Source: an optimization exercise on an open RTL-to-GDS flow (aim: small area, a short achievable clock period and few clock cycles per item). Production flows keep margins and buffers that such runs may drop. Only simulation tests tie the RTL to the original design; equivalence was not proved. Power figures rest on the tool's default switching activity, not on a simulated workload.

==> flow/design.v (outline; a module is shown in full before it is edited, if it fits) <==
// module snm_benc: 31 lines
// module snm_mul: 977 lines
// module smoothed_noise_modulator: 461 lines
module smoothed_noise_modulator (
    input  logic        i_clk,
    input  logic        i_rst_n,
    input  logic        i_s_tvalid,
    output logic        o_s_tready,
    input  logic [95:0] i_s_tdata,
    input  logic [1:0]  i_s_tuser,
    output logic        o_m_tvalid,
    input  logic        i_m_tready,
    output logic [31:0] o_m_tdata,
    input  logic        i_cfg_valid,
    output logic        o_cfg_ready,
    input  logic [1:0]  i_cfg_index,
    input  logic [15:0] i_cfg_data
);
  // ...
==> flow/flow/run.sh <==
#!/bin/bash
set -euo pipefail
cp config.mk config.mk.orig
grep -v '^export SETUP_SLACK_MARGIN' config.mk.orig > config.mk
echo 'export SETUP_SLACK_MARGIN = 5.65' >> config.mk
cp standard.sh standard.sh.txt
bash standard.sh > standard.log 2>&1
==> flow/standard.sh <==
#!/bin/bash
# synth_recipe.tcl (not shown) runs the flow's synth.tcl, then flattens the netlist and writes it again
# the make line also repeats each setting of config.mk as NAME=value (left out here)
make -C /OpenROAD-flow-scripts/flow DESIGN_CONFIG=/design/flow/config.mk WORK_HOME=/design/flow/orfs CLKGATE_MAP_FILE= SYNTH_SCRIPT=/design/flow/synth_recipe.tcl "${@:-finish}"
==> flow/config.mk <==
export PLATFORM = sky130hd
export DESIGN_NAME = smoothed_noise_modulator
export DESIGN_NICKNAME = smoothed_noise_modulator
export VERILOG_FILES = /design/flow/design.v
export SDC_FILE = /design/flow/constraint.sdc
export NUM_CORES = 4
export LEC_CHECK = 0
export ABC_AREA = 1
export CAP_MARGIN = 20
export CORE_MARGIN = 2
export CORE_UTILIZATION = 40
export CTS_CLUSTER_DIAMETER = 60
export CTS_CLUSTER_SIZE = 20
export SLEW_MARGIN = 20
export SETUP_SLACK_MARGIN = 5.65
==> flow/constraint.sdc <==
create_clock -name core_clock -period 9.0 [get_ports {i_clk}]
set_input_delay 1.8000 -clock core_clock [delete_from_list [all_inputs] [get_ports {i_clk}]]
set_output_delay 1.8000 -clock core_clock [all_outputs]
set_load 0.01 [all_outputs]
==> reports/results.txt, run 1 <==
cell type taking the most area -> flip-flops and latches
run status -> complete, no violations
post-DP HPWL -> 233300 µm
Core ar. -> 308800 µm²
largest family of logic cells by synthesized area -> simple AND/OR/NAND/NOR gates
clock skew -> 0.08897 ns
flops & latches, synth -> 2449
# hold bufs at CTS -> 0
Post-synth top cells -> nand2_1 (2984), edfxtp_1 (2300), inv_1 (1197), nand3_1 (1034), nor2_1 (436)
Worst Setup EP -> r7_prb[28]
most common cell after layout, fill and taps aside -> nand2_1
clk sinks -> 2449
Post-Synth Simple-Gate Area -> 0.1561
RSZ-0062 raised after global routing -> yes
Pwr Density -> 279.8 nW/µm²
area grow syn2layout -> 11.92%
TritonCTS Buffers -> 188
max incr delay on CP -> 0.57 ns
CP startpoint kind -> flip-flop
largest reg by FF count -> r_gain
number of diodes -> 6
met3 track demand over resource -> 0.02344
vias in the first global route -> 83310
unique cell type count in the Yosys netlist -> 74
Stages on worst setup path -> 11
Worst VDD drop -> 270.4 µV
final period utilization -> 0.3745
first-pass GRT wire length -> 523800 µm
dominant cell type by area after synthesis -> edfxtp_1
Tightest Hold Check Type -> reg2reg
Syn Area/Cell -> 10.68 µm²
Final Util -> 0.4501
Area contributors post-synth -> edfxtp_1 (56%), nand2_1 (9.0%), fa_1 (6.4%)
dominant delay contributor by cell family on the critical path -> adder cells
routability cong. -> 0.9240
Testbench counts, summed over its fixed seeds: cycles 25,556, items 20,122.
==> module smoothed_noise_modulator, before the edit <==
module smoothed_noise_modulator (
    input  logic        i_clk,
    input  logic        i_rst_n,
    input  logic        i_s_tvalid,
    output logic        o_s_tready,
    input  logic [95:0] i_s_tdata,
    input  logic [1:0]  i_s_tuser,
    output logic        o_m_tvalid,
    input  logic        i_m_tready,
    output logic [31:0] o_m_tdata,
    input  logic        i_cfg_valid,
    output logic        o_cfg_ready,
    input  logic [1:0]  i_cfg_index,
    input  logic [15:0] i_cfg_data
);
    localparam int NCH = 6;
    logic [15:0] r_mgain;
    logic [3:0]  r_morder;
    logic        r_auto;
    assign o_cfg_ready = 1'b1;
    always_ff @(posedge i_clk) begin
        if (!i_rst_n) begin
            r_mgain  <= 16'd2000;
            r_morder <= 4'd10;
            r_auto   <= 1'b1;
        end else if (i_cfg_valid) begin
            case (i_cfg_index)
                2'd0: r_mgain  <= i_cfg_data;
                2'd1: r_morder <= i_cfg_data[3:0];
                2'd2: r_auto   <= i_cfg_data[0];
                default: ;
            endcase
        end
    end
    logic [NCH*32-1:0] r_a0, r_a1, r_a2, r_a3, r_m0, r_m1;    
    logic [NCH-1:0]    r_okp_l, r_okq_l, r_okp_m, r_okq_m;    
    logic [NCH*4-1:0]  r_ord_a, r_ord_b;                      
    logic [NCH-1:0]    r_ord_ok;
    logic [NCH*48-1:0] r_gain;                                
    logic [NCH-1:0]    r_gain_ok;
    logic adv;           
    logic hz;            
    logic mv0;           
    logic r_rdy;         
    logic s_acc;
    logic [2:0] in_ch;
    logic in_range, in_upd, in_par, in_mot;
    logic [NCH-1:0] in_sl, in_sm;
    assign in_ch    = i_s_tdata[2:0];
    assign in_range = (in_ch < 3'd6);
    assign in_mot   = (i_s_tuser == 2'd1);
    assign in_upd   = in_range && r_auto && (i_s_tuser == 2'd0 || i_s_tuser == 2'd1);
    assign in_par   = in_range && (i_s_tuser == 2'd2);
    assign mv0        = r_rdy;
    assign o_s_tready = r_rdy;
    assign s_acc      = i_s_tvalid && mv0;
    always_comb begin
        for (int c = 0; c < NCH; c++) begin
            in_sl[c] = s_acc && in_upd && !in_mot && in_ch == c;
            in_sm[c] = s_acc && in_upd &&  in_mot && in_ch == c;
        end
    end
    logic           r0_vld, r0_par, r0_mot;
    logic [2:0]     r0_ch;
    logic [NCH-1:0] r0_sl, r0_sm;    
    logic [31:0]    r0_xa;
    logic [16:0]    r0_xb;
    logic [3:0]     r0_oa, r0_ob;
    always_ff @(posedge i_clk) begin
        if (!i_rst_n) begin
            r0_vld <= 1'b0;
            r0_par <= 1'b0;
            r0_sl  <= '0;
            r0_sm  <= '0;
        end else if (mv0) begin
            r0_vld <= s_acc && in_upd;
            r0_par <= s_acc && in_par;
            r0_sl  <= in_sl;
            r0_sm  <= in_sm;
        end
    end
    always_ff @(posedge i_clk) begin
        if (mv0) begin
            r0_mot <= in_mot;
            r0_ch  <= in_ch;
            r0_oa  <= i_s_tdata[72:69];
            r0_ob  <= i_s_tdata[92:89];
            if (i_s_tuser[1]) begin
                r0_xa <= i_s_tdata[68:37];
                r0_xb <= {1'b0, i_s_tdata[88:73]};
            end else begin
                r0_xa <= {{15{i_s_tdata[19]}}, i_s_tdata[19:3]};
                r0_xb <= i_s_tdata[36:20];
            end
        end
    end
    always_ff @(posedge i_clk) begin
        if (!i_rst_n) begin
            r_ord_ok <= '0;
        end else begin
            for (int c = 0; c < NCH; c++)
                if (r0_par && r0_ch == c) r_ord_ok[c] <= 1'b1;
        end
    end
    always_ff @(posedge i_clk) begin
        for (int c = 0; c < NCH; c++)
            if (r0_par && r0_ch == c) begin
                r_ord_a[c*4 +: 4] <= r0_oa;
                r_ord_b[c*4 +: 4] <= r0_ob;
            end
    end
    logic [NCH-1:0] r2_sl, r2_sm;
    logic [31:0] pa, pb, ha, hb, xb, s1a, c1a, s1b, c1b;
    logic [3:0]  k1a, k1b;
    logic [4:0]  k2a, k2b;
    assign hz = |{r0_sl & r2_sl, r0_sm & r2_sm};
    always_comb begin
        pa  = '0;
        pb  = '0;
        k1a = (|r0_sm) ? r_morder : 4'd0;
        k1b = '0;
        for (int c = 0; c < NCH; c++) begin
            if (r0_sl[c] && r_okp_l[c]) begin
                pa = pa | r_a0[c*32 +: 32];
                pb = pb | r_a2[c*32 +: 32];
            end
            if (r0_sm[c] && r_okp_m[c]) pa = pa | r_m0[c*32 +: 32];
            if (r0_sl[c] && r_ord_ok[c]) begin
                k1a = k1a | r_ord_a[c*4 +: 4];
                k1b = k1b | r_ord_b[c*4 +: 4];
            end
        end
        k2a = {1'b0, k1a} + {4'd0, |r0_sm};
        k2b = {1'b0, k1b} + {4'd0, |r0_sl};
        ha  = ~(32'($signed(pa) >>> k1a));
        hb  = ~(32'($signed(pb) >>> k1b));
        xb  = {{15{r0_xb[16]}}, r0_xb};
        s1a = pa ^ ha ^ r0_xa;
        c1a = {(pa[30:0] & ha[30:0]) | (pa[30:0] & r0_xa[30:0]) | (ha[30:0] & r0_xa[30:0]), 1'b1};
        s1b = pb ^ hb ^ xb;
        c1b = {(pb[30:0] & hb[30:0]) | (pb[30:0] & xb[30:0]) | (hb[30:0] & xb[30:0]), 1'b1};
    end
    logic           r2_vld, r2_par, r2_mot;
    logic [2:0]     r2_ch;
    logic [31:0]    r2_sa, r2_ca, r2_sb, r2_cb;
    logic [3:0]     r2_k1a, r2_k1b;
    logic [4:0]     r2_k2a, r2_k2b;
    always_ff @(posedge i_clk) begin
        if (!i_rst_n) begin
            r2_vld <= 1'b0;
            r2_par <= 1'b0;
            r2_sl  <= '0;
            r2_sm  <= '0;
        end else if (adv) begin
            r2_vld <= r0_vld && r_rdy;
            r2_par <= r0_par && r_rdy;
            r2_sl  <= r_rdy ? r0_sl : '0;
            r2_sm  <= r_rdy ? r0_sm : '0;
        end
    end
    always_ff @(posedge i_clk) begin
        if (adv) begin
            r2_mot <= r0_mot;
            r2_ch  <= r0_ch;
            r2_sa  <= s1a;
            r2_ca  <= c1a;
            r2_sb  <= s1b;
            r2_cb  <= c1b;
            r2_k1a <= k1a;
            r2_k1b <= k1b;
            r2_k2a <= k2a;
            r2_k2b <= k2b;
        end
    end
    logic [31:0] pa_n, pb_n;
    assign pa_n = r2_sa + r2_ca;
    assign pb_n = r2_sb + r2_cb;
    always_ff @(posedge i_clk) begin
        if (!i_rst_n) begin
            r_okp_l <= '0;
            r_okp_m <= '0;
        end else begin
            r_okp_l <= r_okp_l | r2_sl;
            r_okp_m <= r_okp_m | r2_sm;
        end
    end
    always_ff @(posedge i_clk) begin
        for (int c = 0; c < NCH; c++) begin
            if (r2_sl[c]) begin
                r_a0[c*32 +: 32] <= pa_n;
                r_a2[c*32 +: 32] <= pb_n;
            end
            if (r2_sm[c]) r_m0[c*32 +: 32] <= pa_n;
        end
    end
    logic           r3_vld, r3_par, r3_mot;
    logic [2:0]     r3_ch;
    logic [NCH-1:0] r3_sl, r3_sm, r4_sl, r4_sm;
    logic [31:0]    r3_pa, r3_pb;
    logic [3:0]     r3_k1a, r3_k1b;
    logic [4:0]     r3_k2a, r3_k2b;
    always_ff @(posedge i_clk) begin
        if (!i_rst_n) begin
            r3_vld <= 1'b0;
            r3_par <= 1'b0;
            r3_sl  <= '0;
            r3_sm  <= '0;
        end else if (adv) begin
            r3_vld <= r2_vld;
            r3_par <= r2_par;
            r3_sl  <= r2_sl;
            r3_sm  <= r2_sm;
        end
    end
    always_ff @(posedge i_clk) begin
        if (adv) begin
            r3_mot <= r2_mot;
            r3_ch  <= r2_ch;
            r3_pa  <= pa_n;
            r3_pb  <= pb_n;
            r3_k1a <= r2_k1a;
            r3_k1b <= r2_k1b;
            r3_k2a <= r2_k2a;
            r3_k2b <= r2_k2b;
        end
    end
    logic [31:0] qa, qb, gqa, gqb, y1a, y1b, s3a, c3a, s3b, c3b;
    always_comb begin
        y1a = 32'($signed(r3_pa) >>> r3_k1a);
        y1b = 32'($signed(r3_pb) >>> r3_k1b);
        qa  = '0;
        qb  = '0;
        for (int c = 0; c < NCH; c++) begin
            if (r3_sl[c] && r_okq_l[c]) begin
                qa = qa | r_a1[c*32 +: 32];
                qb = qb | r_a3[c*32 +: 32];
            end
            if (r3_sm[c] && r_okq_m[c]) qa = qa | r_m1[c*32 +: 32];
        end
        gqa = ~(32'($signed(qa) >>> r3_k2a));
        gqb = ~(32'($signed(qb) >>> r3_k2b));
        s3a = qa ^ gqa ^ y1a;
        c3a = {(qa[30:0] & gqa[30:0]) | (qa[30:0] & y1a[30:0]) | (gqa[30:0] & y1a[30:0]), 1'b1};
        s3b = qb ^ gqb ^ y1b;
        c3b = {(qb[30:0] & gqb[30:0]) | (qb[30:0] & y1b[30:0]) | (gqb[30:0] & y1b[30:0]), 1'b1};
    end
    logic           r4_vld, r4_par, r4_mot;
    logic [2:0]     r4_ch;
    logic [31:0]    r4_sa, r4_ca, r4_sb, r4_cb;
    logic [4:0]     r4_k2a, r4_k2b;
    always_ff @(posedge i_clk) begin
        if (!i_rst_n) begin
            r4_vld <= 1'b0;
            r4_par <= 1'b0;
            r4_sl  <= '0;
            r4_sm  <= '0;
        end else if (adv) begin
            r4_vld <= r3_vld;
            r4_par <= r3_par;
            r4_sl  <= r3_sl;
            r4_sm  <= r3_sm;
        end
    end
    always_ff @(posedge i_clk) begin
        if (adv) begin
            r4_mot <= r3_mot;
            r4_ch  <= r3_ch;
            r4_sa  <= s3a;
            r4_ca  <= c3a;
            r4_sb  <= s3b;
            r4_cb  <= c3b;
            r4_k2a <= r3_k2a;
            r4_k2b <= r3_k2b;
        end
    end
    logic [31:0] qa_n, qb_n;
    assign qa_n = r4_sa + r4_ca;
    assign qb_n = r4_sb + r4_cb;
    always_ff @(posedge i_clk) begin
        if (!i_rst_n) begin
            r_okq_l <= '0;
            r_okq_m <= '0;
        end else begin
            r_okq_l <= r_okq_l | r4_sl;
            r_okq_m <= r_okq_m | r4_sm;
        end
    end
    always_ff @(posedge i_clk) begin
        for (int c = 0; c < NCH; c++) begin
            if (r4_sl[c]) begin
                r_a1[c*32 +: 32] <= qa_n;
                r_a3[c*32 +: 32] <= qb_n;
            end
            if (r4_sm[c]) r_m1[c*32 +: 32] <= qa_n;
        end
    end
    logic [47:0] g_rd;
    logic [31:0] ya, yb;
    always_comb begin
        g_rd = '0;
        for (int c = 0; c < NCH; c++)
            if (r4_ch == c && r_gain_ok[c]) g_rd = g_rd | r_gain[c*48 +: 48];
        ya = 32'($signed(qa_n) >>> r4_k2a);
        yb = 32'($signed(qb_n) >>> r4_k2b);
    end
    always_ff @(posedge i_clk) begin
        if (!i_rst_n) begin
            r_gain_ok <= '0;
        end else begin
            for (int c = 0; c < NCH; c++)
                if (r4_par && r4_ch == c) r_gain_ok[c] <= 1'b1;
        end
    end
    always_ff @(posedge i_clk) begin
        for (int c = 0; c < NCH; c++)
            if (r4_par && r4_ch == c) r_gain[c*48 +: 48] <= {qb_n[15:0], qa_n};
    end
    logic [15:0] ga, gb;
    logic [7:0]  ea_one, ea_two, ea_neg, eb_one, eb_two, eb_neg;
    assign ga = r4_mot ? r_mgain : g_rd[31:16];
    assign gb = r4_mot ? 16'd0   : g_rd[47:32];
    snm_benc u_enc_a (.g(ga), .one(ea_one), .two(ea_two), .neg(ea_neg));
    snm_benc u_enc_b (.g(gb), .one(eb_one), .two(eb_two), .neg(eb_neg));
    logic        r6_vld, r6_mot;
    logic [2:0]  r6_ch;
    logic [28:0] r6_ya, r6_yb;
    logic [7:0]  r6_a_one, r6_a_two, r6_a_neg, r6_b_one, r6_b_two, r6_b_neg;
    logic [15:0] r6_off;
    always_ff @(posedge i_clk) begin
        if (!i_rst_n) begin
            r6_vld <= 1'b0;
        end else if (adv) begin
            r6_vld <= r4_vld;
        end
    end
    always_ff @(posedge i_clk) begin
        if (adv) begin
            r6_mot   <= r4_mot;
            r6_ch    <= r4_ch;
            r6_ya    <= ya[28:0];
            r6_yb    <= yb[28:0];
            r6_a_one <= ea_one;
            r6_a_two <= ea_two;
            r6_a_neg <= ea_neg;
            r6_b_one <= eb_one;
            r6_b_two <= eb_two;
            r6_b_neg <= eb_neg;
            r6_off   <= r4_mot ? 16'd512 : g_rd[15:0];
        end
    end
    logic [28:0] pra, prb, prc, pqa, pqb, pqc;
    snm_mul u_mul_a (.y(r6_ya), .one(r6_a_one), .two(r6_a_two), .neg(r6_a_neg),
                     .ra(pra), .rb(prb), .rc(prc));
    snm_mul u_mul_b (.y(r6_yb), .one(r6_b_one), .two(r6_b_two), .neg(r6_b_neg),
                     .ra(pqa), .rb(pqb), .rc(pqc));
    logic        r7_vld, r7_mot;
    logic [2:0]  r7_ch;
    logic [28:0] r7_pra, r7_prb, r7_prc, r7_pqa, r7_pqb, r7_pqc;
    logic [15:0] r7_off;
    always_ff @(posedge i_clk) begin
        if (!i_rst_n) begin
            r7_vld <= 1'b0;
        end else if (adv) begin
            r7_vld <= r6_vld;
        end
    end
    always_ff @(posedge i_clk) begin
        if (adv) begin
            r7_mot <= r6_mot;
            r7_ch  <= r6_ch;
            r7_pra <= pra;
            r7_prb <= prb;
            r7_prc <= prc;
            r7_pqa <= pqa;
            r7_pqb <= pqb;
            r7_pqc <= pqc;
            r7_off <= r6_off;
        end
    end
    logic [28:0] psa, pca, psb, pcb;
    logic [13:0] lo_a, lo_b;
    logic [15:0] m1s, m1c, m2s, m2c, m3s, m3c;
    always_comb begin
        psa  = r7_pra ^ r7_prb ^ r7_prc;
        pca  = {(r7_pra[27:0] & r7_prb[27:0]) | (r7_pra[27:0] & r7_prc[27:0])
                | (r7_prb[27:0] & r7_prc[27:0]), 1'b0};
        psb  = r7_pqa ^ r7_pqb ^ r7_pqc;
        pcb  = {(r7_pqa[27:0] & r7_pqb[27:0]) | (r7_pqa[27:0] & r7_pqc[27:0])
                | (r7_pqb[27:0] & r7_pqc[27:0]), 1'b0};
        lo_a = {1'b0, psa[12:0]} + {1'b0, pca[12:0]};
        lo_b = {1'b0, psb[12:0]} + {1'b0, pcb[12:0]};
        m1s  = psa[28:13] ^ pca[28:13] ^ psb[28:13];
        m1c  = {(psa[27:13] & pca[27:13]) | (psa[27:13] & psb[27:13])
                | (pca[27:13] & psb[27:13]), lo_a[13]};
        m2s  = pcb[28:13] ^ r7_off ^ m1s;
        m2c  = {(pcb[27:13] & r7_off[14:0]) | (pcb[27:13] & m1s[14:0])
                | (r7_off[14:0] & m1s[14:0]), lo_b[13]};
        m3s  = m1c ^ m2s ^ m2c;
        m3c  = {(m1c[14:0] & m2s[14:0]) | (m1c[14:0] & m2c[14:0]) | (m2s[14:0] & m2c[14:0]), 1'b0};
    end
    logic        r8_vld, r8_mot;
    logic [2:0]  r8_ch;
    logic [15:0] r8_s, r8_c;
    always_ff @(posedge i_clk) begin
        if (!i_rst_n) begin
            r8_vld <= 1'b0;
        end else if (adv) begin
            r8_vld <= r7_vld;
        end
    end
    always_ff @(posedge i_clk) begin
        if (adv) begin
            r8_mot <= r7_mot;
            r8_ch  <= r7_ch;
            r8_s   <= m3s;
            r8_c   <= m3c;
        end
    end
    logic [15:0] level;
    logic [13:0] v;
    logic [7:0]  value;
    logic [5:0]  slot;
    logic [29:0] res;
    always_comb begin
        level = r8_s + r8_c;
        v     = level[15:2];
        if (!v[13] && v[12:8] != 5'd0)      value = 8'd255;
        else if (v[13])                     value = r8_mot ? 8'd1 : 8'd0;
        else if (r8_mot && v[7:0] == 8'd0)  value = 8'd1;
        else                                value = v[7:0];
        slot = (r8_mot ? 6'd24 : 6'd30) + {3'd0, r8_ch};
        res  = {level, value, slot};
    end
    logic        r_out_vld, r_skid_vld, out_free, skid_n, hz_n;
    logic [29:0] r_out, r_skid;
    assign out_free = !r_out_vld || i_m_tready;
    assign adv      = !r_skid_vld;
    assign skid_n   = out_free ? 1'b0 : (r_skid_vld || (adv && r8_vld));
    always_comb begin
        if (!adv)      hz_n = hz;
        else if (hz)   hz_n = 1'b0;
        else           hz_n = |{in_sl & r0_sl, in_sm & r0_sm};
    end
    always_ff @(posedge i_clk) begin
        if (!i_rst_n) begin
            r_out_vld  <= 1'b0;
            r_skid_vld <= 1'b0;
            r_rdy      <= 1'b1;
        end else begin
            if (out_free) r_out_vld <= r_skid_vld || (adv && r8_vld);
            r_skid_vld <= skid_n;
            r_rdy      <= !skid_n && !hz_n;
        end
    end
    always_ff @(posedge i_clk) begin
        if (adv) r_skid <= res;
        if (out_free) r_out <= r_skid_vld ? r_skid : res;
    end
    assign o_m_tvalid = r_out_vld;
    assign o_m_tdata  = {2'b00, r_out};
endmodule
==> run 2, diff against run 1 <==
--- a/flow/design.v
+++ b/flow/design.v
@@ -35,4 +35,7 @@
     input  logic [7:0]  two,
     input  logic [7:0]  neg,
+    input  logic [13:0] x_hi,
+    input  logic        x_lo0,
+    input  logic        x_lo1,
     output logic [28:0] ra,
     output logic [28:0] rb,
@@ -479,4 +482,6 @@
     logic s415;
     logic c416;
+    logic s417;
+    logic c418;
     assign b_one0 = one[0];
     assign b_two0 = two[0];
@@ -689,234 +694,236 @@
     assign s185 = pp14 ^ pp41 ^ pp66;
     assign c186 = (pp14 & pp41) | (pp14 & pp66) | (pp41 & pp66);
-    assign s187 = pp89 ^ pp110;
-    assign c188 = pp89 & pp110;
-    assign s189 = pp15 ^ pp42 ^ pp67;
-    assign c190 = (pp15 & pp42) | (pp15 & pp67) | (pp42 & pp67);
-    assign s191 = pp90 ^ pp111 ^ pp130;
-    assign c192 = (pp90 & pp111) | (pp90 & pp130) | (pp111 & pp130);
-    assign s193 = pp147 ^ pp162;
-    assign c194 = pp147 & pp162;
-    assign s195 = pp16 ^ pp43 ^ pp68;
-    assign c196 = (pp16 & pp43) | (pp16 & pp68) | (pp43 & pp68);
-    assign s197 = pp91 ^ pp112 ^ pp131;
-    assign c198 = (pp91 & pp112) | (pp91 & pp131) | (pp112 & pp131);
-    assign s199 = pp148 ^ pp163;
-    assign c200 = pp148 & pp163;
-    assign s201 = pp17 ^ pp44 ^ pp69;
-    assign c202 = (pp17 & pp44) | (pp17 & pp69) | (pp44 & pp69);
-    assign s203 = pp92 ^ pp113 ^ pp132;
-    assign c204 = (pp92 & pp113) | (pp92 & pp132) | (pp113 & pp132);
-    assign s205 = pp149 ^ pp164;
-    assign c206 = pp149 & pp164;
-    assign s207 = pp18 ^ pp45 ^ pp70;
-    assign c208 = (pp18 & pp45) | (pp18 & pp70) | (pp45 & pp70);
-    assign s209 = pp93 ^ pp114 ^ pp133;
-    assign c210 = (pp93 & pp114) | (pp93 & pp133) | (pp114 & pp133);
-    assign s211 = pp150 ^ pp165;
-    assign c212 = pp150 & pp165;
-    assign s213 = pp19 ^ pp46 ^ pp71;
-    assign c214 = (pp19 & pp46) | (pp19 & pp71) | (pp46 & pp71);
-    assign s215 = pp94 ^ pp115 ^ pp134;
-    assign c216 = (pp94 & pp115) | (pp94 & pp134) | (pp115 & pp134);
-    assign s217 = pp151 ^ pp166;
-    assign c218 = pp151 & pp166;
-    assign s219 = pp20 ^ pp47 ^ pp72;
-    assign c220 = (pp20 & pp47) | (pp20 & pp72) | (pp47 & pp72);
-    assign s221 = pp95 ^ pp116 ^ pp135;
-    assign c222 = (pp95 & pp116) | (pp95 & pp135) | (pp116 & pp135);
-    assign s223 = pp152 ^ pp167;
-    assign c224 = pp152 & pp167;
-    assign s225 = pp21 ^ pp48 ^ pp73;
-    assign c226 = (pp21 & pp48) | (pp21 & pp73) | (pp48 & pp73);
-    assign s227 = pp96 ^ pp117 ^ pp136;
-    assign c228 = (pp96 & pp117) | (pp96 & pp136) | (pp117 & pp136);
-    assign s229 = pp153 ^ pp168;
-    assign c230 = pp153 & pp168;
-    assign s231 = pp22 ^ pp49 ^ pp74;
-    assign c232 = (pp22 & pp49) | (pp22 & pp74) | (pp49 & pp74);
-    assign s233 = pp97 ^ pp118 ^ pp137;
-    assign c234 = (pp97 & pp118) | (pp97 & pp137) | (pp118 & pp137);
-    assign s235 = pp154 ^ pp169;
-    assign c236 = pp154 & pp169;
-    assign s237 = pp23 ^ pp50 ^ pp75;
-    assign c238 = (pp23 & pp50) | (pp23 & pp75) | (pp50 & pp75);
-    assign s239 = pp98 ^ pp119 ^ pp138;
-    assign c240 = (pp98 & pp119) | (pp98 & pp138) | (pp119 & pp138);
-    assign s241 = pp155 ^ pp170;
-    assign c242 = pp155 & pp170;
-    assign s243 = pp24 ^ pp51 ^ pp76;
-    assign c244 = (pp24 & pp51) | (pp24 & pp76) | (pp51 & pp76);
-    assign s245 = pp99 ^ pp120 ^ pp139;
-    assign c246 = (pp99 & pp120) | (pp99 & pp139) | (pp120 & pp139);
-    assign s247 = pp156 ^ pp171;
-    assign c248 = pp156 & pp171;
-    assign s249 = pp25 ^ pp52 ^ pp77;
-    assign c250 = (pp25 & pp52) | (pp25 & pp77) | (pp52 & pp77);
-    assign s251 = pp100 ^ pp121 ^ pp140;
-    assign c252 = (pp100 & pp121) | (pp100 & pp140) | (pp121 & pp140);
-    assign s253 = pp157 ^ pp172;
-    assign c254 = pp157 & pp172;
-    assign s255 = pp26 ^ pp53 ^ pp78;
-    assign c256 = (pp26 & pp53) | (pp26 & pp78) | (pp53 & pp78);
-    assign s257 = pp101 ^ pp122 ^ pp141;
-    assign c258 = (pp101 & pp122) | (pp101 & pp141) | (pp122 & pp141);
-    assign s259 = pp158 ^ pp173;
-    assign c260 = pp158 & pp173;
-    assign s261 = pp27 ^ pp54 ^ pp79;
-    assign c262 = (pp27 & pp54) | (pp27 & pp79) | (pp54 & pp79);
-    assign s263 = pp102 ^ pp123 ^ pp142;
-    assign c264 = (pp102 & pp123) | (pp102 & pp142) | (pp123 & pp142);
-    assign s265 = pp159 ^ pp174;
-    assign c266 = pp159 & pp174;
-    assign s267 = pp28 ^ pp55 ^ pp80;
-    assign c268 = (pp28 & pp55) | (pp28 & pp80) | (pp55 & pp80);
-    assign s269 = pp103 ^ pp124 ^ pp143;
-    assign c270 = (pp103 & pp124) | (pp103 & pp143) | (pp124 & pp143);
-    assign s271 = pp160 ^ pp175;
-    assign c272 = pp160 & pp175;
-    assign s273 = pp29 ^ pp56 ^ pp81;
-    assign c274 = (pp29 & pp56) | (pp29 & pp81) | (pp56 & pp81);
-    assign s275 = pp104 ^ pp125 ^ pp144;
-    assign c276 = (pp104 & pp125) | (pp104 & pp144) | (pp125 & pp144);
-    assign s277 = pp161 ^ pp176;
-    assign c278 = pp161 & pp176;
-    assign s279 = pp7 ^ pp34;
-    assign c280 = pp7 & pp34;
-    assign s281 = pp8 ^ pp35;
-    assign c282 = pp8 & pp35;
-    assign s283 = pp9 ^ pp36 ^ pp61;
-    assign c284 = (pp9 & pp36) | (pp9 & pp61) | (pp36 & pp61);
-    assign s285 = pp84 ^ pp105;
-    assign c286 = pp84 & pp105;
-    assign s287 = pp10 ^ pp37 ^ pp62;
-    assign c288 = (pp10 & pp37) | (pp10 & pp62) | (pp37 & pp62);
-    assign s289 = pp85 ^ pp106;
-    assign c290 = pp85 & pp106;
-    assign s291 = pp63 ^ pp86 ^ pp107;
-    assign c292 = (pp63 & pp86) | (pp63 & pp107) | (pp86 & pp107);
-    assign s293 = pp126 ^ b_neg5 ^ s177;
-    assign c294 = (pp126 & b_neg5) | (pp126 & s177) | (b_neg5 & s177);
-    assign s295 = pp64 ^ pp87 ^ pp108;
-    assign c296 = (pp64 & pp87) | (pp64 & pp108) | (pp87 & pp108);
-    assign s297 = pp127 ^ s179 ^ c178;
-    assign c298 = (pp127 & s179) | (pp127 & c178) | (s179 & c178);
-    assign s299 = pp128 ^ pp145 ^ b_neg6;
-    assign c300 = (pp128 & pp145) | (pp128 & b_neg6) | (pp145 & b_neg6);
-    assign s301 = s181 ^ s183 ^ c180;
-    assign c302 = (s181 & s183) | (s181 & c180) | (s183 & c180);
-    assign s303 = pp129 ^ pp146 ^ s185;
-    assign c304 = (pp129 & pp146) | (pp129 & s185) | (pp146 & s185);
-    assign s305 = s187 ^ c182 ^ c184;
-    assign c306 = (s187 & c182) | (s187 & c184) | (c182 & c184);
-    assign s307 = b_neg7 ^ s189 ^ s191;
-    assign c308 = (b_neg7 & s189) | (b_neg7 & s191) | (s189 & s191);
-    assign s309 = s193 ^ c186 ^ c188;
-    assign c310 = (s193 & c186) | (s193 & c188) | (c186 & c188);
-    assign s311 = s195 ^ s197 ^ s199;
-    assign c312 = (s195 & s197) | (s195 & s199) | (s197 & s199);
-    assign s313 = c190 ^ c192 ^ c194;
-    assign c314 = (c190 & c192) | (c190 & c194) | (c192 & c194);
-    assign s315 = s201 ^ s203 ^ s205;
-    assign c316 = (s201 & s203) | (s201 & s205) | (s203 & s205);
-    assign s317 = c196 ^ c198 ^ c200;
-    assign c318 = (c196 & c198) | (c196 & c200) | (c198 & c200);
-    assign s319 = s207 ^ s209 ^ s211;
-    assign c320 = (s207 & s209) | (s207 & s211) | (s209 & s211);
-    assign s321 = c202 ^ c204 ^ c206;
-    assign c322 = (c202 & c204) | (c202 & c206) | (c204 & c206);
-    assign s323 = s213 ^ s215 ^ s217;
-    assign c324 = (s213 & s215) | (s213 & s217) | (s215 & s217);
-    assign s325 = c208 ^ c210 ^ c212;
-    assign c326 = (c208 & c210) | (c208 & c212) | (c210 & c212);
-    assign s327 = s219 ^ s221 ^ s223;
-    assign c328 = (s219 & s221) | (s219 & s223) | (s221 & s223);
-    assign s329 = c214 ^ c216 ^ c218;
-    assign c330 = (c214 & c216) | (c214 & c218) | (c216 & c218);
-    assign s331 = s225 ^ s227 ^ s229;
-    assign c332 = (s225 & s227) | (s225 & s229) | (s227 & s229);
-    assign s333 = c220 ^ c222 ^ c224;
-    assign c334 = (c220 & c222) | (c220 & c224) | (c222 & c224);
-    assign s335 = s231 ^ s233 ^ s235;
-    assign c336 = (s231 & s233) | (s231 & s235) | (s233 & s235);
-    assign s337 = c226 ^ c228 ^ c230;
-    assign c338 = (c226 & c228) | (c226 & c230) | (c228 & c230);
-    assign s339 = s237 ^ s239 ^ s241;
-    assign c340 = (s237 & s239) | (s237 & s241) | (s239 & s241);
-    assign s341 = c232 ^ c234 ^ c236;
-    assign c342 = (c232 & c234) | (c232 & c236) | (c234 & c236);
-    assign s343 = s243 ^ s245 ^ s247;
-    assign c344 = (s243 & s245) | (s243 & s247) | (s245 & s247);
-    assign s345 = c238 ^ c240 ^ c242;
-    assign c346 = (c238 & c240) | (c238 & c242) | (c240 & c242);
-    assign s347 = s249 ^ s251 ^ s253;
-    assign c348 = (s249 & s251) | (s249 & s253) | (s251 & s253);
-    assign s349 = c244 ^ c246 ^ c248;
-    assign c350 = (c244 & c246) | (c244 & c248) | (c246 & c248);
-    assign s351 = s255 ^ s257 ^ s259;
-    assign c352 = (s255 & s257) | (s255 & s259) | (s257 & s259);
-    assign s353 = c250 ^ c252 ^ c254;
-    assign c354 = (c250 & c252) | (c250 & c254) | (c252 & c254);
-    assign s355 = s261 ^ s263 ^ s265;
-    assign c356 = (s261 & s263) | (s261 & s265) | (s263 & s265);
-    assign s357 = c256 ^ c258 ^ c260;
-    assign c358 = (c256 & c258) | (c256 & c260) | (c258 & c260);
-    assign s359 = s267 ^ s269 ^ s271;
-    assign c360 = (s267 & s269) | (s267 & s271) | (s269 & s271);
-    assign s361 = c262 ^ c264 ^ c266;
-    assign c362 = (c262 & c264) | (c262 & c266) | (c264 & c266);
-    assign s363 = s273 ^ s275 ^ s277;
-    assign c364 = (s273 & s275) | (s273 & s277) | (s275 & s277);
-    assign s365 = c268 ^ c270 ^ c272;
-    assign c366 = (c268 & c270) | (c268 & c272) | (c270 & c272);
-    assign s367 = pp5 ^ pp32;
-    assign c368 = pp5 & pp32;
-    assign s369 = pp6 ^ pp33;
-    assign c370 = pp6 & pp33;
-    assign s371 = pp59 ^ pp82 ^ b_neg3;
-    assign c372 = (pp59 & pp82) | (pp59 & b_neg3) | (pp82 & b_neg3);
-    assign s373 = pp60 ^ pp83 ^ s281;
-    assign c374 = (pp60 & pp83) | (pp60 & s281) | (pp83 & s281);
-    assign s375 = b_neg4 ^ s283 ^ s285;
-    assign c376 = (b_neg4 & s283) | (b_neg4 & s285) | (s283 & s285);
-    assign s377 = s287 ^ s289 ^ c284;
-    assign c378 = (s287 & s289) | (s287 & c284) | (s289 & c284);
-    assign s379 = s291 ^ s293 ^ c288;
-    assign c380 = (s291 & s293) | (s291 & c288) | (s293 & c288);
-    assign s381 = s295 ^ s297 ^ c292;
-    assign c382 = (s295 & s297) | (s295 & c292) | (s297 & c292);
-    assign s383 = s299 ^ s301 ^ c296;
-    assign c384 = (s299 & s301) | (s299 & c296) | (s301 & c296);
-    assign s385 = s303 ^ s305 ^ c300;
-    assign c386 = (s303 & s305) | (s303 & c300) | (s305 & c300);
-    assign s387 = s307 ^ s309 ^ c304;
-    assign c388 = (s307 & s309) | (s307 & c304) | (s309 & c304);
-    assign s389 = s311 ^ s313 ^ c308;
-    assign c390 = (s311 & s313) | (s311 & c308) | (s313 & c308);
-    assign s391 = s315 ^ s317 ^ c312;
-    assign c392 = (s315 & s317) | (s315 & c312) | (s317 & c312);
-    assign s393 = s319 ^ s321 ^ c316;
-    assign c394 = (s319 & s321) | (s319 & c316) | (s321 & c316);
-    assign s395 = s323 ^ s325 ^ c320;
-    assign c396 = (s323 & s325) | (s323 & c320) | (s325 & c320);
-    assign s397 = s327 ^ s329 ^ c324;
-    assign c398 = (s327 & s329) | (s327 & c324) | (s329 & c324);
-    assign s399 = s331 ^ s333 ^ c328;
-    assign c400 = (s331 & s333) | (s331 & c328) | (s333 & c328);
-    assign s401 = s335 ^ s337 ^ c332;
-    assign c402 = (s335 & s337) | (s335 & c332) | (s337 & c332);
-    assign s403 = s339 ^ s341 ^ c336;
-    assign c404 = (s339 & s341) | (s339 & c336) | (s341 & c336);
-    assign s405 = s343 ^ s345 ^ c340;
-    assign c406 = (s343 & s345) | (s343 & c340) | (s345 & c340);
-    assign s407 = s347 ^ s349 ^ c344;
-    assign c408 = (s347 & s349) | (s347 & c344) | (s349 & c344);
-    assign s409 = s351 ^ s353 ^ c348;
-    assign c410 = (s351 & s353) | (s351 & c348) | (s353 & c348);
-    assign s411 = s355 ^ s357 ^ c352;
-    assign c412 = (s355 & s357) | (s355 & c352) | (s357 & c352);
-    assign s413 = s359 ^ s361 ^ c356;
-    assign c414 = (s359 & s361) | (s359 & c356) | (s361 & c356);
-    assign s415 = s363 ^ s365 ^ c360;
-    assign c416 = (s363 & s365) | (s363 & c360) | (s365 & c360);
+    assign s187 = pp89 ^ pp110 ^ pp129;
+    assign c188 = (pp89 & pp110) | (pp89 & pp129) | (pp110 & pp129);
+    assign s189 = pp146 ^ x_lo0;
+    assign c190 = pp146 & x_lo0;
+    assign s191 = pp15 ^ pp42 ^ pp67;
+    assign c192 = (pp15 & pp42) | (pp15 & pp67) | (pp42 & pp67);
+    assign s193 = pp90 ^ pp111 ^ pp130;
+    assign c194 = (pp90 & pp111) | (pp90 & pp130) | (pp111 & pp130);
+    assign s195 = pp147 ^ pp162 ^ b_neg7;
+    assign c196 = (pp147 & pp162) | (pp147 & b_neg7) | (pp162 & b_neg7);
+    assign s197 = pp16 ^ pp43 ^ pp68;
+    assign c198 = (pp16 & pp43) | (pp16 & pp68) | (pp43 & pp68);
+    assign s199 = pp91 ^ pp112 ^ pp131;
+    assign c200 = (pp91 & pp112) | (pp91 & pp131) | (pp112 & pp131);
+    assign s201 = pp148 ^ pp163 ^ x_hi[0];
+    assign c202 = (pp148 & pp163) | (pp148 & x_hi[0]) | (pp163 & x_hi[0]);
+    assign s203 = pp17 ^ pp44 ^ pp69;
+    assign c204 = (pp17 & pp44) | (pp17 & pp69) | (pp44 & pp69);
+    assign s205 = pp92 ^ pp113 ^ pp132;
+    assign c206 = (pp92 & pp113) | (pp92 & pp132) | (pp113 & pp132);
+    assign s207 = pp149 ^ pp164 ^ x_hi[1];
+    assign c208 = (pp149 & pp164) | (pp149 & x_hi[1]) | (pp164 & x_hi[1]);
+    assign s209 = pp18 ^ pp45 ^ pp70;
+    assign c210 = (pp18 & pp45) | (pp18 & pp70) | (pp45 & pp70);
+    assign s211 = pp93 ^ pp114 ^ pp133;
+    assign c212 = (pp93 & pp114) | (pp93 & pp133) | (pp114 & pp133);
+    assign s213 = pp150 ^ pp165 ^ x_hi[2];
+    assign c214 = (pp150 & pp165) | (pp150 & x_hi[2]) | (pp165 & x_hi[2]);
+    assign s215 = pp19 ^ pp46 ^ pp71;
+    assign c216 = (pp19 & pp46) | (pp19 & pp71) | (pp46 & pp71);
+    assign s217 = pp94 ^ pp115 ^ pp134;
+    assign c218 = (pp94 & pp115) | (pp94 & pp134) | (pp115 & pp134);
+    assign s219 = pp151 ^ pp166 ^ x_hi[3];
+    assign c220 = (pp151 & pp166) | (pp151 & x_hi[3]) | (pp166 & x_hi[3]);
+    assign s221 = pp20 ^ pp47 ^ pp72;
+    assign c222 = (pp20 & pp47) | (pp20 & pp72) | (pp47 & pp72);
+    assign s223 = pp95 ^ pp116 ^ pp135;
+    assign c224 = (pp95 & pp116) | (pp95 & pp135) | (pp116 & pp135);
+    assign s225 = pp152 ^ pp167 ^ x_hi[4];
+    assign c226 = (pp152 & pp167) | (pp152 & x_hi[4]) | (pp167 & x_hi[4]);
+    assign s227 = pp21 ^ pp48 ^ pp73;
+    assign c228 = (pp21 & pp48) | (pp21 & pp73) | (pp48 & pp73);
+    assign s229 = pp96 ^ pp117 ^ pp136;
+    assign c230 = (pp96 & pp117) | (pp96 & pp136) | (pp117 & pp136);
+    assign s231 = pp153 ^ pp168 ^ x_hi[5];
+    assign c232 = (pp153 & pp168) | (pp153 & x_hi[5]) | (pp168 & x_hi[5]);
+    assign s233 = pp22 ^ pp49 ^ pp74;
+    assign c234 = (pp22 & pp49) | (pp22 & pp74) | (pp49 & pp74);
+    assign s235 = pp97 ^ pp118 ^ pp137;
+    assign c236 = (pp97 & pp118) | (pp97 & pp137) | (pp118 & pp137);
+    assign s237 = pp154 ^ pp169 ^ x_hi[6];
+    assign c238 = (pp154 & pp169) | (pp154 & x_hi[6]) | (pp169 & x_hi[6]);
+    assign s239 = pp23 ^ pp50 ^ pp75;
+    assign c240 = (pp23 & pp50) | (pp23 & pp75) | (pp50 & pp75);
+    assign s241 = pp98 ^ pp119 ^ pp138;
+    assign c242 = (pp98 & pp119) | (pp98 & pp138) | (pp119 & pp138);
+    assign s243 = pp155 ^ pp170 ^ x_hi[7];
+    assign c244 = (pp155 & pp170) | (pp155 & x_hi[7]) | (pp170 & x_hi[7]);
+    assign s245 = pp24 ^ pp51 ^ pp76;
+    assign c246 = (pp24 & pp51) | (pp24 & pp76) | (pp51 & pp76);
+    assign s247 = pp99 ^ pp120 ^ pp139;
+    assign c248 = (pp99 & pp120) | (pp99 & pp139) | (pp120 & pp139);
+    assign s249 = pp156 ^ pp171 ^ x_hi[8];
+    assign c250 = (pp156 & pp171) | (pp156 & x_hi[8]) | (pp171 & x_hi[8]);
+    assign s251 = pp25 ^ pp52 ^ pp77;
+    assign c252 = (pp25 & pp52) | (pp25 & pp77) | (pp52 & pp77);
+    assign s253 = pp100 ^ pp121 ^ pp140;
+    assign c254 = (pp100 & pp121) | (pp100 & pp140) | (pp121 & pp140);
+    assign s255 = pp157 ^ pp172 ^ x_hi[9];
+    assign c256 = (pp157 & pp172) | (pp157 & x_hi[9]) | (pp172 & x_hi[9]);
+    assign s257 = pp26 ^ pp53 ^ pp78;
+    assign c258 = (pp26 & pp53) | (pp26 & pp78) | (pp53 & pp78);
+    assign s259 = pp101 ^ pp122 ^ pp141;
+    assign c260 = (pp101 & pp122) | (pp101 & pp141) | (pp122 & pp141);
+    assign s261 = pp158 ^ pp173 ^ x_hi[10];
+    assign c262 = (pp158 & pp173) | (pp158 & x_hi[10]) | (pp173 & x_hi[10]);
+    assign s263 = pp27 ^ pp54 ^ pp79;
+    assign c264 = (pp27 & pp54) | (pp27 & pp79) | (pp54 & pp79);
+    assign s265 = pp102 ^ pp123 ^ pp142;
+    assign c266 = (pp102 & pp123) | (pp102 & pp142) | (pp123 & pp142);
+    assign s267 = pp159 ^ pp174 ^ x_hi[11];
+    assign c268 = (pp159 & pp174) | (pp159 & x_hi[11]) | (pp174 & x_hi[11]);
+    assign s269 = pp28 ^ pp55 ^ pp80;
+    assign c270 = (pp28 & pp55) | (pp28 & pp80) | (pp55 & pp80);
+    assign s271 = pp103 ^ pp124 ^ pp143;
+    assign c272 = (pp103 & pp124) | (pp103 & pp143) | (pp124 & pp143);
+    assign s273 = pp160 ^ pp175 ^ x_hi[12];
+    assign c274 = (pp160 & pp175) | (pp160 & x_hi[12]) | (pp175 & x_hi[12]);
+    assign s275 = pp29 ^ pp56 ^ pp81;
+    assign c276 = (pp29 & pp56) | (pp29 & pp81) | (pp56 & pp81);
+    assign s277 = pp104 ^ pp125 ^ pp144;
+    assign c278 = (pp104 & pp125) | (pp104 & pp144) | (pp125 & pp144);
+    assign s279 = pp161 ^ pp176 ^ x_hi[13];
+    assign c280 = (pp161 & pp176) | (pp161 & x_hi[13]) | (pp176 & x_hi[13]);
+    assign s281 = pp7 ^ pp34;
+    assign c282 = pp7 & pp34;
+    assign s283 = pp8 ^ pp35;
+    assign c284 = pp8 & pp35;
+    assign s285 = pp9 ^ pp36 ^ pp61;
+    assign c286 = (pp9 & pp36) | (pp9 & pp61) | (pp36 & pp61);
+    assign s287 = pp84 ^ pp105;
+    assign c288 = pp84 & pp105;
+    assign s289 = pp10 ^ pp37 ^ pp62;
+    assign c290 = (pp10 & pp37) | (pp10 & pp62) | (pp37 & pp62);
+    assign s291 = pp85 ^ pp106;
+    assign c292 = pp85 & pp106;
+    assign s293 = pp63 ^ pp86 ^ pp107;
+    assign c294 = (pp63 & pp86) | (pp63 & pp107) | (pp86 & pp107);
+    assign s295 = pp126 ^ b_neg5 ^ s177;
+    assign c296 = (pp126 & b_neg5) | (pp126 & s177) | (b_neg5 & s177);
+    assign s297 = pp64 ^ pp87 ^ pp108;
+    assign c298 = (pp64 & pp87) | (pp64 & pp108) | (pp87 & pp108);
+    assign s299 = pp127 ^ s179 ^ c178;
+    assign c300 = (pp127 & s179) | (pp127 & c178) | (s179 & c178);
+    assign s301 = pp128 ^ pp145 ^ b_neg6;
+    assign c302 = (pp128 & pp145) | (pp128 & b_neg6) | (pp145 & b_neg6);
+    assign s303 = s181 ^ s183 ^ c180;
+    assign c304 = (s181 & s183) | (s181 & c180) | (s183 & c180);
+    assign s305 = x_lo1 ^ s185 ^ s187;
+    assign c306 = (x_lo1 & s185) | (x_lo1 & s187) | (s185 & s187);
+    assign s307 = s189 ^ c182 ^ c184;
+    assign c308 = (s189 & c182) | (s189 & c184) | (c182 & c184);
+    assign s309 = s191 ^ s193 ^ s195;
+    assign c310 = (s191 & s193) | (s191 & s195) | (s193 & s195);
+    assign s311 = c186 ^ c188 ^ c190;
+    assign c312 = (c186 & c188) | (c186 & c190) | (c188 & c190);
+    assign s313 = s197 ^ s199 ^ s201;
+    assign c314 = (s197 & s199) | (s197 & s201) | (s199 & s201);
+    assign s315 = c192 ^ c194 ^ c196;
+    assign c316 = (c192 & c194) | (c192 & c196) | (c194 & c196);
+    assign s317 = s203 ^ s205 ^ s207;
+    assign c318 = (s203 & s205) | (s203 & s207) | (s205 & s207);
+    assign s319 = c198 ^ c200 ^ c202;
+    assign c320 = (c198 & c200) | (c198 & c202) | (c200 & c202);
+    assign s321 = s209 ^ s211 ^ s213;
+    assign c322 = (s209 & s211) | (s209 & s213) | (s211 & s213);
+    assign s323 = c204 ^ c206 ^ c208;
+    assign c324 = (c204 & c206) | (c204 & c208) | (c206 & c208);
+    assign s325 = s215 ^ s217 ^ s219;
+    assign c326 = (s215 & s217) | (s215 & s219) | (s217 & s219);
+    assign s327 = c210 ^ c212 ^ c214;
+    assign c328 = (c210 & c212) | (c210 & c214) | (c212 & c214);
+    assign s329 = s221 ^ s223 ^ s225;
+    assign c330 = (s221 & s223) | (s221 & s225) | (s223 & s225);
+    assign s331 = c216 ^ c218 ^ c220;
+    assign c332 = (c216 & c218) | (c216 & c220) | (c218 & c220);
+    assign s333 = s227 ^ s229 ^ s231;
+    assign c334 = (s227 & s229) | (s227 & s231) | (s229 & s231);
+    assign s335 = c222 ^ c224 ^ c226;
+    assign c336 = (c222 & c224) | (c222 & c226) | (c224 & c226);
+    assign s337 = s233 ^ s235 ^ s237;
+    assign c338 = (s233 & s235) | (s233 & s237) | (s235 & s237);
+    assign s339 = c228 ^ c230 ^ c232;
+    assign c340 = (c228 & c230) | (c228 & c232) | (c230 & c232);
+    assign s341 = s239 ^ s241 ^ s243;
+    assign c342 = (s239 & s241) | (s239 & s243) | (s241 & s243);
+    assign s343 = c234 ^ c236 ^ c238;
+    assign c344 = (c234 & c236) | (c234 & c238) | (c236 & c238);
+    assign s345 = s245 ^ s247 ^ s249;
+    assign c346 = (s245 & s247) | (s245 & s249) | (s247 & s249);
+    assign s347 = c240 ^ c242 ^ c244;
+    assign c348 = (c240 & c242) | (c240 & c244) | (c242 & c244);
+    assign s349 = s251 ^ s253 ^ s255;
+    assign c350 = (s251 & s253) | (s251 & s255) | (s253 & s255);
+    assign s351 = c246 ^ c248 ^ c250;
+    assign c352 = (c246 & c248) | (c246 & c250) | (c248 & c250);
+    assign s353 = s257 ^ s259 ^ s261;
+    assign c354 = (s257 & s259) | (s257 & s261) | (s259 & s261);
+    assign s355 = c252 ^ c254 ^ c256;
+    assign c356 = (c252 & c254) | (c252 & c256) | (c254 & c256);
+    assign s357 = s263 ^ s265 ^ s267;
+    assign c358 = (s263 & s265) | (s263 & s267) | (s265 & s267);
+    assign s359 = c258 ^ c260 ^ c262;
+    assign c360 = (c258 & c260) | (c258 & c262) | (c260 & c262);
+    assign s361 = s269 ^ s271 ^ s273;
+    assign c362 = (s269 & s271) | (s269 & s273) | (s271 & s273);
+    assign s363 = c264 ^ c266 ^ c268;
+    assign c364 = (c264 & c266) | (c264 & c268) | (c266 & c268);
+    assign s365 = s275 ^ s277 ^ s279;
+    assign c366 = (s275 & s277) | (s275 & s279) | (s277 & s279);
+    assign s367 = c270 ^ c272 ^ c274;
+    assign c368 = (c270 & c272) | (c270 & c274) | (c272 & c274);
+    assign s369 = pp5 ^ pp32;
+    assign c370 = pp5 & pp32;
+    assign s371 = pp6 ^ pp33;
+    assign c372 = pp6 & pp33;
+    assign s373 = pp59 ^ pp82 ^ b_neg3;
+    assign c374 = (pp59 & pp82) | (pp59 & b_neg3) | (pp82 & b_neg3);
+    assign s375 = pp60 ^ pp83 ^ s283;
+    assign c376 = (pp60 & pp83) | (pp60 & s283) | (pp83 & s283);
+    assign s377 = b_neg4 ^ s285 ^ s287;
+    assign c378 = (b_neg4 & s285) | (b_neg4 & s287) | (s285 & s287);
+    assign s379 = s289 ^ s291 ^ c286;
+    assign c380 = (s289 & s291) | (s289 & c286) | (s291 & c286);
+    assign s381 = s293 ^ s295 ^ c290;
+    assign c382 = (s293 & s295) | (s293 & c290) | (s295 & c290);
+    assign s383 = s297 ^ s299 ^ c294;
+    assign c384 = (s297 & s299) | (s297 & c294) | (s299 & c294);
+    assign s385 = s301 ^ s303 ^ c298;
+    assign c386 = (s301 & s303) | (s301 & c298) | (s303 & c298);
+    assign s387 = s305 ^ s307 ^ c302;
+    assign c388 = (s305 & s307) | (s305 & c302) | (s307 & c302);
+    assign s389 = s309 ^ s311 ^ c306;
+    assign c390 = (s309 & s311) | (s309 & c306) | (s311 & c306);
+    assign s391 = s313 ^ s315 ^ c310;
+    assign c392 = (s313 & s315) | (s313 & c310) | (s315 & c310);
+    assign s393 = s317 ^ s319 ^ c314;
+    assign c394 = (s317 & s319) | (s317 & c314) | (s319 & c314);
+    assign s395 = s321 ^ s323 ^ c318;
+    assign c396 = (s321 & s323) | (s321 & c318) | (s323 & c318);
+    assign s397 = s325 ^ s327 ^ c322;
+    assign c398 = (s325 & s327) | (s325 & c322) | (s327 & c322);
+    assign s399 = s329 ^ s331 ^ c326;
+    assign c400 = (s329 & s331) | (s329 & c326) | (s331 & c326);
+    assign s401 = s333 ^ s335 ^ c330;
+    assign c402 = (s333 & s335) | (s333 & c330) | (s335 & c330);
+    assign s403 = s337 ^ s339 ^ c334;
+    assign c404 = (s337 & s339) | (s337 & c334) | (s339 & c334);
+    assign s405 = s341 ^ s343 ^ c338;
+    assign c406 = (s341 & s343) | (s341 & c338) | (s343 & c338);
+    assign s407 = s345 ^ s347 ^ c342;
+    assign c408 = (s345 & s347) | (s345 & c342) | (s347 & c342);
+    assign s409 = s349 ^ s351 ^ c346;
+    assign c410 = (s349 & s351) | (s349 & c346) | (s351 & c346);
+    assign s411 = s353 ^ s355 ^ c350;
+    assign c412 = (s353 & s355) | (s353 & c350) | (s355 & c350);
+    assign s413 = s357 ^ s359 ^ c354;
+    assign c414 = (s357 & s359) | (s357 & c354) | (s359 & c354);
+    assign s415 = s361 ^ s363 ^ c358;
+    assign c416 = (s361 & s363) | (s361 & c358) | (s363 & c358);
+    assign s417 = s365 ^ s367 ^ c362;
+    assign c418 = (s365 & s367) | (s365 & c362) | (s367 & c362);
     assign ra[0] = pp1;
     assign rb[0] = b_neg0;
@@ -933,77 +940,77 @@
     assign ra[4] = pp57;
     assign rb[4] = b_neg2;
-    assign rc[4] = s367;
+    assign rc[4] = s369;
     assign ra[5] = pp58;
-    assign rb[5] = s369;
-    assign rc[5] = c368;
-    assign ra[6] = s279;
-    assign rb[6] = s371;
-    assign rc[6] = c370;
-    assign ra[7] = c280;
-    assign rb[7] = s373;
-    assign rc[7] = c372;
-    assign ra[8] = c282;
-    assign rb[8] = s375;
-    assign rc[8] = c374;
-    assign ra[9] = c286;
-    assign rb[9] = s377;
-    assign rc[9] = c376;
-    assign ra[10] = c290;
-    assign rb[10] = s379;
-    assign rc[10] = c378;
-    assign ra[11] = c294;
-    assign rb[11] = s381;
-    assign rc[11] = c380;
-    assign ra[12] = c298;
-    assign rb[12] = s383;
-    assign rc[12] = c382;
-    assign ra[13] = c302;
-    assign rb[13] = s385;
-    assign rc[13] = c384;
-    assign ra[14] = c306;
-    assign rb[14] = s387;
-    assign rc[14] = c386;
-    assign ra[15] = c310;
-    assign rb[15] = s389;
-    assign rc[15] = c388;
-    assign ra[16] = c314;
-    assign rb[16] = s391;
-    assign rc[16] = c390;
-    assign ra[17] = c318;
-    assign rb[17] = s393;
-    assign rc[17] = c392;
-    assign ra[18] = c322;
-    assign rb[18] = s395;
-    assign rc[18] = c394;
-    assign ra[19] = c326;
-    assign rb[19] = s397;
-    assign rc[19] = c396;
-    assign ra[20] = c330;
-    assign rb[20] = s399;
-    assign rc[20] = c398;
-    assign ra[21] = c334;
-    assign rb[21] = s401;
-    assign rc[21] = c400;
-    assign ra[22] = c338;
-    assign rb[22] = s403;
-    assign rc[22] = c402;
-    assign ra[23] = c342;
-    assign rb[23] = s405;
-    assign rc[23] = c404;
-    assign ra[24] = c346;
-    assign rb[24] = s407;
-    assign rc[24] = c406;
-    assign ra[25] = c350;
-    assign rb[25] = s409;
-    assign rc[25] = c408;
-    assign ra[26] = c354;
-    assign rb[26] = s411;
-    assign rc[26] = c410;
-    assign ra[27] = c358;
-    assign rb[27] = s413;
-    assign rc[27] = c412;
-    assign ra[28] = c362;
-    assign rb[28] = s415;
-    assign rc[28] = c414;
+    assign rb[5] = s371;
+    assign rc[5] = c370;
+    assign ra[6] = s281;
+    assign rb[6] = s373;
+    assign rc[6] = c372;
+    assign ra[7] = c282;
+    assign rb[7] = s375;
+    assign rc[7] = c374;
+    assign ra[8] = c284;
+    assign rb[8] = s377;
+    assign rc[8] = c376;
+    assign ra[9] = c288;
+    assign rb[9] = s379;
+    assign rc[9] = c378;
+    assign ra[10] = c292;
+    assign rb[10] = s381;
+    assign rc[10] = c380;
+    assign ra[11] = c296;
+    assign rb[11] = s383;
+    assign rc[11] = c382;
+    assign ra[12] = c300;
+    assign rb[12] = s385;
+    assign rc[12] = c384;
+    assign ra[13] = c304;
+    assign rb[13] = s387;
+    assign rc[13] = c386;
+    assign ra[14] = c308;
+    assign rb[14] = s389;
+    assign rc[14] = c388;
+    assign ra[15] = c312;
+    assign rb[15] = s391;
+    assign rc[15] = c390;
+    assign ra[16] = c316;
+    assign rb[16] = s393;
+    assign rc[16] = c392;
+    assign ra[17] = c320;
+    assign rb[17] = s395;
+    assign rc[17] = c394;
+    assign ra[18] = c324;
+    assign rb[18] = s397;
+    assign rc[18] = c396;
+    assign ra[19] = c328;
+    assign rb[19] = s399;
+    assign rc[19] = c398;
+    assign ra[20] = c332;
+    assign rb[20] = s401;
+    assign rc[20] = c400;
+    assign ra[21] = c336;
+    assign rb[21] = s403;
+    assign rc[21] = c402;
+    assign ra[22] = c340;
+    assign rb[22] = s405;
+    assign rc[22] = c404;
+    assign ra[23] = c344;
+    assign rb[23] = s407;
+    assign rc[23] = c406;
+    assign ra[24] = c348;
+    assign rb[24] = s409;
+    assign rc[24] = c408;
+    assign ra[25] = c352;
+    assign rb[25] = s411;
+    assign rc[25] = c410;
+    assign ra[26] = c356;
+    assign rb[26] = s413;
+    assign rc[26] = c412;
+    assign ra[27] = c360;
+    assign rb[27] = s415;
+    assign rc[27] = c414;
+    assign ra[28] = c364;
+    assign rb[28] = s417;
+    assign rc[28] = c416;
 endmodule
 module smoothed_noise_modulator (
@@ -1118,5 +1125,5 @@
             end
     end
-    logic [NCH-1:0] r2_sl, r2_sm;
+    logic [NCH-1:0] r2_sl, r2_sm, r3_sl, r3_sm, r4_sl, r4_sm;    
     logic [31:0] pa, pb, ha, hb, xb, s1a, c1a, s1b, c1b;
     logic [3:0]  k1a, k1b;
@@ -1158,11 +1165,7 @@
             r2_vld <= 1'b0;
             r2_par <= 1'b0;
-            r2_sl  <= '0;
-            r2_sm  <= '0;
         end else if (adv) begin
             r2_vld <= r0_vld && r_rdy;
             r2_par <= r0_par && r_rdy;
-            r2_sl  <= r_rdy ? r0_sl : '0;
-            r2_sm  <= r_rdy ? r0_sm : '0;
         end
     end
@@ -1204,5 +1207,4 @@
     logic           r3_vld, r3_par, r3_mot;
     logic [2:0]     r3_ch;
-    logic [NCH-1:0] r3_sl, r3_sm, r4_sl, r4_sm;
     logic [31:0]    r3_pa, r3_pb;
     logic [3:0]     r3_k1a, r3_k1b;
@@ -1212,11 +1214,7 @@
             r3_vld <= 1'b0;
             r3_par <= 1'b0;
-            r3_sl  <= '0;
-            r3_sm  <= '0;
         end else if (adv) begin
             r3_vld <= r2_vld;
             r3_par <= r2_par;
-            r3_sl  <= r2_sl;
-            r3_sm  <= r2_sm;
         end
     end
@@ -1261,11 +1259,7 @@
             r4_vld <= 1'b0;
             r4_par <= 1'b0;
-            r4_sl  <= '0;
-            r4_sm  <= '0;
         end else if (adv) begin
             r4_vld <= r3_vld;
             r4_par <= r3_par;
-            r4_sl  <= r3_sl;
-            r4_sm  <= r3_sm;
         end
     end
@@ -1282,4 +1276,14 @@
         end
     end
+    always_comb begin
+        for (int c = 0; c < NCH; c++) begin
+            r2_sl[c] = r2_vld && !r2_mot && r2_ch == c;
+            r2_sm[c] = r2_vld &&  r2_mot && r2_ch == c;
+            r3_sl[c] = r3_vld && !r3_mot && r3_ch == c;
+            r3_sm[c] = r3_vld &&  r3_mot && r3_ch == c;
+            r4_sl[c] = r4_vld && !r4_mot && r4_ch == c;
+            r4_sm[c] = r4_vld &&  r4_mot && r4_ch == c;
+        end
+    end
     logic [31:0] qa_n, qb_n;
     assign qa_n = r4_sa + r4_ca;
@@ -1359,11 +1363,12 @@
     logic [28:0] pra, prb, prc, pqa, pqb, pqc;
     snm_mul u_mul_a (.y(r6_ya), .one(r6_a_one), .two(r6_a_two), .neg(r6_a_neg),
+                     .x_hi(r6_off[15:2]), .x_lo0(r6_off[0]), .x_lo1(r6_off[1]),
                      .ra(pra), .rb(prb), .rc(prc));
     snm_mul u_mul_b (.y(r6_yb), .one(r6_b_one), .two(r6_b_two), .neg(r6_b_neg),
+                     .x_hi(14'd0), .x_lo0(r6_off[1]), .x_lo1(1'b0),
                      .ra(pqa), .rb(pqb), .rc(pqc));
     logic        r7_vld, r7_mot;
     logic [2:0]  r7_ch;
     logic [28:0] r7_pra, r7_prb, r7_prc, r7_pqa, r7_pqb, r7_pqc;
-    logic [15:0] r7_off;
     always_ff @(posedge i_clk) begin
         if (!i_rst_n) begin
@@ -1383,10 +1388,9 @@
             r7_pqb <= pqb;
             r7_pqc <= pqc;
-            r7_off <= r6_off;
         end
     end
     logic [28:0] psa, pca, psb, pcb;
     logic [13:0] lo_a, lo_b;
-    logic [15:0] m1s, m1c, m2s, m2c, m3s, m3c;
+    logic [15:0] m1s, m1c, m3s, m3c;
     always_comb begin
         psa  = r7_pra ^ r7_prb ^ r7_prc;
@@ -1401,9 +1405,7 @@
         m1c  = {(psa[27:13] & pca[27:13]) | (psa[27:13] & psb[27:13])
                 | (pca[27:13] & psb[27:13]), lo_a[13]};
-        m2s  = pcb[28:13] ^ r7_off ^ m1s;
-        m2c  = {(pcb[27:13] & r7_off[14:0]) | (pcb[27:13] & m1s[14:0])
-                | (r7_off[14:0] & m1s[14:0]), lo_b[13]};
-        m3s  = m1c ^ m2s ^ m2c;
-        m3c  = {(m1c[14:0] & m2s[14:0]) | (m1c[14:0] & m2c[14:0]) | (m2s[14:0] & m2c[14:0]), 1'b0};
+        m3s  = m1s ^ m1c ^ pcb[28:13];
+        m3c  = {(m1s[14:0] & m1c[14:0]) | (m1s[14:0] & pcb[27:13]) | (m1c[14:0] & pcb[27:13]),
+                lo_b[13]};
     end
     logic        r8_vld, r8_mot;
==> flow/flow/run.sh (replaced) <==
#!/bin/bash
set -euo pipefail
cp config.mk config.mk.orig
grep -v '^export SETUP_SLACK_MARGIN' config.mk.orig > config.mk
echo 'export SETUP_SLACK_MARGIN = 5.8' >> config.mk
cp standard.sh standard.sh.txt
bash standard.sh > standard.log 2>&1
--- a/flow/config.mk
+++ b/flow/config.mk
@@ -9,7 +9,7 @@
 export CAP_MARGIN = 20
 export CORE_MARGIN = 2
-export CORE_UTILIZATION = 40
+export CORE_UTILIZATION = 55
 export CTS_CLUSTER_DIAMETER = 60
 export CTS_CLUSTER_SIZE = 20
 export SLEW_MARGIN = 20
-export SETUP_SLACK_MARGIN = 5.65
+export SETUP_SLACK_MARGIN = 5.8
==> reports/results.txt, run 2 <==
CP cell instances -> buf_6, nor2_4, nand2_2, nor2_4, buf_12, buf_16, clkinvlp_4, buf_12, o22ai_4, inv_2, nand3_4, nand3_4, nand2_2, nand2_2, nand2_2, nand2_2, nand3_2, nand2_2, fa_2
Post-synth EDFFs -> 2285
total number of vias -> 88189
vias in the first global route -> 84181 (+1.0%)
minimum clock period -> 3.341 ns
top_reg_cell synth -> edfxtp_1
first-pass GRT wire length -> 532300 µm (+1.6%)
clk sinks -> 2398 (-2.1%)
drc violations -> 0
reg2reg path depth -> 19
Core ar. -> 221900 µm² (-28%)
most common cell after layout, fill and taps aside -> nand2_1
Pwr Density -> 274.4 nW/µm² (-1.9%)
TritonCTS Buffers -> 176 (-6.4%)
final period utilization -> 0.3712 (-0.003300)
area grow syn2layout -> 15.11%
Clock Tree Buf Depth -> 3
Seq/Total Area, Yosys -> 0.5789
Setup crit end kind -> flip-flop
Worst VDD drop -> 306.6 µV (+13%)
CP arrival -> 3.91 ns
# hold bufs at CTS -> 0 (unchanged)
Tightest Hold Check Type -> reg2reg
flops & latches, synth -> 2398 (-2.1%)
Final Util -> 0.6353 (+0.1852)
Stages on worst setup path -> 19 (+8)
CP startpoint kind -> flip-flop
dominant delay contributor by cell family on the critical path -> simple AND/OR/NAND/NOR gates
RSZ-0062 raised after global routing -> yes
max incr delay on CP -> 0.51 ns (-0.06 ns)
crit-path max FO -> 5
DRT antenna net count -> 0
post-DP HPWL -> 235500 µm (+0.92%)
Post-synth top cells -> nand2_1 (3265), edfxtp_1 (2285), inv_1 (1104), nand3_1 (1096), nor2_1 (487)
routability cong. -> 0.9442 (+2.2%)
Peak Freq -> 299.3 MHz
layout cell share with drive strength beyond 1 -> 0.1415
largest reg by FF count -> r_gain
io pins -> 156
clock skew -> 0.05009 ns (-0.03888 ns)
Area contributors post-synth -> edfxtp_1 (56%), nand2_1 (10%), fa_1 (6.5%)
dominant cell type by area after synthesis -> edfxtp_1
Hold Violations, Final -> 0
run status -> complete, no violations
DR pass1 iterations -> 6
Worst slew margin -> 0.2351
unique cell type count in the Yosys netlist -> 67 (-9.5%)
Syn Area/Cell -> 10.47 µm² (-1.9%)
cell with the most instances after synthesis -> nand2_1
==> run 2: cell types whose count changed in the layout (fill, tap and decap cells not counted), moves of 64 or more <==
| cell | before | now |
|---|---|---|
| nand2_2 | 29 | 173 |
| inv_1 | 1153 | 1027 |
| nand3_2 | 56 | 170 |
| nand3_1 | 982 | 886 |
| buf_4 | 192 | 281 |
| nand2_1 | 2954 | 3035 |
| nor2_4 | 6 | 71 |
| a21oi_1 | 308 | 244 |
==> run 2: path summary, 6_finish.rpt <==
check	to	slack [ns]
setup reg to reg	r4_sb[2]	5.66
setup / recovery	r4_sb[2]	5.66
hold / removal	r3_k2b[3]	0.42
hold reg to reg	r3_k2b[3]	0.42
==> run 2: cell families (layout without fill, tap and decap cells) <==
family / count (synthesis) / in the layout / synth area share
muxes: 46 / 46 / 0.003801
AOI/OAI and AO/OA: 1419 / 1419 / 0.07252
other: 2 / 6 / 0.00006134
xor gates and xnor gates: 485 / 485 / 0.03469
buffers and inverters: 1663 / 2070 / 0.05286
and+or+nand+nor: 5083 / 5085 / 0.1721
adders and majority gates: 594 / 594 / 0.08510
DFF: 2398 / 2398 / 0.5789
==> run 2: layout make-up <==
cell class / instances / area share
Tap cell: 2975 / 0.02641
Timing Repair inverter: 16 / 0.0009588
Sequential cell: 2398 / 0.5031
Clock buffer: 214 / 0.03263
Inverter: 1165 / 0.03349
Clock inverter: 105 / 0.009738
Antenna cell: 3 / 0.00005326
Multi-Input combinational cell: 7632 / 0.3499
Timing Repair Buffer: 570 / 0.04374
==> run 2: power by group <==
group	switching, mW	internal (mW)	total [mW]	leakage (nW)
sequential	0.412	15.7	16.2	23.2
combinational	10.1	4.08	14.2	32.0
clock	4.21	4.10	8.31	2.88
==> run 2: stage by stage <==
step	hold WS (ns)	setup slack, ns	instance area [µm²]	power (mW)
2_1_floorplan	0.4003	4.735	122500	24.04
3_3_place_gp	0.4003	4.462	127000	29.27
3_5_place_dp	0.4045	4.407	127100	29.62
4_1_cts	0.4202	5.569	137500	38.06
5_1_grt	0.4292	5.555	140900	40.59
6_report	0.4209	5.659	140900	38.68
==> run 2: repair_timing <==
action / in CTS / in global routing
endpoints found under the hold margin: 0 / 0
setup endpoints to repair: 1003 / 609
gates resized for setup: 861 / 537
pin swaps: 249 / 192
buffers inserted: 139 / 104
cloned: 33 / 17
==> run 2: metal layers <==
metal	vias up	global-route usage	routed length [µm]
li1	40674	-	-
met1	43295	0.4220	146800
met2	3600	0.5308	176600
met3	618	0.03949	26090
met4	2	0.1271	16870
met5	-	0	13
Testbench counts of run 2, summed over its fixed seeds: cycles 25,556, items 20,122.

[static timing again, ports no longer ideal]
In the flow no input, the clock included, has a driving cell. The finished layouts below were timed again as built, in two steps.
Step 1 assumes that a clkbuf_16 drives the clock port and a buf_2 every other input.
Step 2 also shifts input and output timing later by t, the mid clock arrival at the registers, as if the neighbouring blocks saw the same clock.
a / b / c = ideal / step 1 / step 2; a / b = the first two.
| run | t, ns | setup slack, ns |
|---|---|---|
| run 1 | 0.980 | 5.630 / 5.587 / 4.942 |
| run 2 | 0.943 | 5.659 / 5.636 / 5.135 |
After both steps setup and hold are still met in every run listed.
